Context: an optimization exercise on an open-source flow, tuned for small area. The choices shown serve that exercise and are no tape-out recipe.
Function was checked by simulation only, so behaviour that the tests miss may differ from the original.
Power and IR drop assume default switching activity.

==> flow/design.v (excerpt) <==
module acceptance_temperature_tuner (
    input  logic        i_clk,
    input  logic        i_rst_n,
    input  logic        i_in_valid,
    output logic        o_in_ready,
    input  logic        i_in_kind,
    input  logic [31:0] i_in_start_temp,
    input  logic [16:0] i_in_measured_pct,
    output logic        o_out_valid,
    input  logic        i_out_ready,
    output logic [31:0] o_out_run_temp,
    output logic [31:0] o_out_end_temp,
    output logic [23:0] o_out_run_length,
    output logic [1:0]  o_out_status,
    input  logic        i_cfg_valid,
    output logic        o_cfg_ready,
    input  logic [2:0]  i_cfg_index,
    input  logic [31:0] i_cfg_data
);
Settings: LEC_CHECK=0, CAP_MARGIN=0, CORE_MARGIN=2, CORE_UTILIZATION=60, CTS_BUF_LIST=sky130_fd_sc_hd__clkbuf_8, CTS_CLUSTER_DIAMETER=50, CTS_CLUSTER_SIZE=16, SLEW_MARGIN=0; clock period 10.0 ns.
standard.sh (not shown) runs the stock make flow with config.mk's settings and CLKGATE_MAP_FILE= SYNTH_SCRIPT=/design/flow/synth_recipe.tcl, a recipe that flattens the netlist after the stock synthesis.
==> flow/flow/run.sh <==
#!/bin/bash
# The standard layout (standard.sh: ORFS synthesis to finish), except that
# the port buffers are made from the smallest buffer cell instead of the
# clkdlybuf4s50_1 that buffer_ports picks by default. Every port still gets a
# buffer. ORFS writes each step's log under orfs/logs; the make output goes
# to standard.log here.
set -o pipefail
export BUFFER_PORTS_ARGS="-buffer_cell sky130_fd_sc_hd__buf_1"
bash standard.sh > standard.log 2>&1
The starting point went through all stages and came out clean.
Next try:
Settings changed: CAP_MARGIN 0 to 20, CTS_CLUSTER_DIAMETER 50 to 120, CTS_CLUSTER_SIZE 16 to 15, SLEW_MARGIN 0 to 20.
Effect:
- total power fell by 5.5%
- critical path depth stays the same
- combinational power stays flat
- routed wire length fell by 0.50%
- area after synthesis does not change
- non-clock buffer count is unchanged
Next try:
Settings changed: CTS_BUF_LIST sky130_fd_sc_hd__clkbuf_8 to sky130_fd_sc_hd__clkbuf_16, CTS_CLUSTER_DIAMETER 120 to 60, CTS_CLUSTER_SIZE 15 to 32.
The changed run finished clean.
Via count hardly moves.
Total power goes up by 9.7%.
Routed wire length rises by 0.89%.
Cell area came out higher by 2.9%.
Next try:
Settings changed: CAP_MARGIN 20 to 0, CTS_CLUSTER_DIAMETER 60 to 70, CTS_CLUSTER_SIZE 32 to 25, SLEW_MARGIN 20 to 0.
The changed run completed without violations.
Die area is unchanged.
Routed wire length shrinks by 0.61%.
Worst setup slack improved by 110 ps.
Area after synthesis does not change.
Cell area shrinks by about 1.5%.
Maximum frequency increases by about 1.3%.
Next try:
Settings changed: CAP_MARGIN 0 to 20, CORE_UTILIZATION 60 to 75, CTS_BUF_LIST sky130_fd_sc_hd__clkbuf_16 to sky130_fd_sc_hd__clkbuf_8, CTS_CLUSTER_DIAMETER 70 to 120, CTS_CLUSTER_SIZE 25 to 16, SLEW_MARGIN 0 to 20.
After rerunning: Total power went down by a few percent. Hold slack barely changes. Synthesized cell count does not change. Combinational power hardly moves. Setup slack gains 240 ps. Cell area drops slightly.
Next try:
Settings changed: CORE_UTILIZATION 75 to 60, CTS_BUF_LIST sky130_fd_sc_hd__clkbuf_8 to sky130_fd_sc_hd__clkbuf_4 sky130_fd_sc_hd__clkbuf_8, CTS_CLUSTER_SIZE 16 to 15.
Final cell count climbs by a few percent.
Sequential share of layout area drops by 0.53 points.
Maximum frequency drops by a few percent.
Hold slack stays flat.
Sequential power barely changes.
Power climbs by a few percent.
Synthesized area is unchanged.
Flip-flop and latch count is unchanged.
Synthesized cell count stays the same.
Global-route usage drops by 7.9 points.
Worst setup slack got worse by 180 ps.

* * *

acceptance_temperature_tuner again, from the RTL that the note above started with.
export LEC_CHECK = 0
export CAP_MARGIN = 20
export CORE_MARGIN = 2
export CORE_UTILIZATION = 60
export CTS_BUF_LIST = sky130_fd_sc_hd__clkbuf_16
export CTS_CLUSTER_DIAMETER = 120
export CTS_CLUSTER_SIZE = 26
export SLEW_MARGIN = 20
create_clock -name core_clock -period 10.0 [get_ports {i_clk}]
Scripts as last shown in full above: flow/flow/run.sh
The first run completed with no timing, DRC or antenna violations.
Next try:
--- a/flow/config.mk
+++ b/flow/config.mk
@@ -8,7 +8,7 @@
 export CAP_MARGIN = 20
 export CORE_MARGIN = 2
-export CORE_UTILIZATION = 60
-export CTS_BUF_LIST = sky130_fd_sc_hd__clkbuf_16
+export CORE_UTILIZATION = 70
+export CTS_BUF_LIST = sky130_fd_sc_hd__clkbuf_8
 export CTS_CLUSTER_DIAMETER = 120
-export CTS_CLUSTER_SIZE = 26
+export CTS_CLUSTER_SIZE = 15
 export SLEW_MARGIN = 20
The changed run completed without violations.
Core utilization rises by 10 points.
Via count rises slightly.
Combinational power is about the same.
Worst setup slack is better by 0.13 ns.
Clock power falls by roughly a tenth.
Synthesized area stays the same.
Count of clock-buffer cells in the layout rises by 9.
Hold slack is better by 0.0045 ns.
Fmax rises slightly.
Wire length falls by a few percent.
Die area falls by roughly a tenth.
Next try:
--- a/flow/config.mk
+++ b/flow/config.mk
@@ -8,7 +8,7 @@
 export CAP_MARGIN = 20
 export CORE_MARGIN = 2
-export CORE_UTILIZATION = 70
-export CTS_BUF_LIST = sky130_fd_sc_hd__clkbuf_8
-export CTS_CLUSTER_DIAMETER = 120
-export CTS_CLUSTER_SIZE = 15
+export CORE_UTILIZATION = 60
+export CTS_BUF_LIST = sky130_fd_sc_hd__clkbuf_16
+export CTS_CLUSTER_DIAMETER = 70
+export CTS_CLUSTER_SIZE = 25
 export SLEW_MARGIN = 20
Routed wire length climbs by a few percent; combinational power stays flat; utilization drops by 9.6 points; power climbs by a few percent; final area climbs slightly.
Next try:
--- a/flow/config.mk
+++ b/flow/config.mk
@@ -10,5 +10,5 @@
 export CORE_UTILIZATION = 60
 export CTS_BUF_LIST = sky130_fd_sc_hd__clkbuf_16
-export CTS_CLUSTER_DIAMETER = 70
-export CTS_CLUSTER_SIZE = 25
+export CTS_CLUSTER_DIAMETER = 90
+export CTS_CLUSTER_SIZE = 30
 export SLEW_MARGIN = 20
Result: Final cell count falls by 0.52%; synthesized cell count is unchanged; flip-flop and latch count does not change; sequential power barely changes.

-- separate check: timing with driven ports --
No port has a modelled driver above. Below, the same layouts with a new extraction and two added sets of constraints.
Step 1: set_driving_cell puts a clkbuf_16 on i_clk and a buf_2 on each other input, an assumption about the parent block.
Step 2 also shifts input and output timing later by t, the mid clock arrival at the registers, as if the neighbouring blocks saw the same clock.
a / b / c = ideal / step 1 / step 2; a / b = the first two.
run | t, ns | setup WS [ns] | latest minus earliest clock arrival (ns) | worst register clock-pin slew, ns | cell pins on the clock port's net
the first run of note 1 | 0.591 | 1.103 / 1.103 / 1.103 | 0.030 / 0.030 | 0.10 / 0.10 | 1
the second run of note 1 | 0.650 | 1.124 / 1.124 / 1.124 | 0.030 / 0.030 | 0.11 / 0.11 | 1
the third run of note 1 | 0.599 | 1.033 / 1.033 / 1.033 | 0.015 / 0.015 | 0.08 / 0.08 | 1
the fourth run of note 1 | 0.583 | 1.147 / 1.147 / 1.147 | 0.024 / 0.024 | 0.10 / 0.10 | 1
the fifth run of note 1 | 0.620 | 1.382 / 1.382 / 1.382 | 0.036 / 0.036 | 0.12 / 0.12 | 1
the sixth run of note 1 | 0.646 | 1.198 / 1.198 / 1.198 | 0.030 / 0.030 | 0.11 / 0.11 | 1
the first run of note 2 | 0.559 | 1.160 / 1.160 / 1.160 | 0.026 / 0.026 | 0.11 / 0.11 | 1
the second run of note 2 | 0.631 | 1.291 / 1.291 / 1.291 | 0.026 / 0.027 | 0.11 / 0.11 | 1
the third run of note 2 | 0.583 | 1.147 / 1.147 / 1.147 | 0.024 / 0.024 | 0.10 / 0.10 | 1
the fourth run of note 2 | 0.582 | 1.087 / 1.087 / 1.087 | 0.040 / 0.039 | 0.12 / 0.12 | 1
After both steps setup and hold are still met in every run listed.
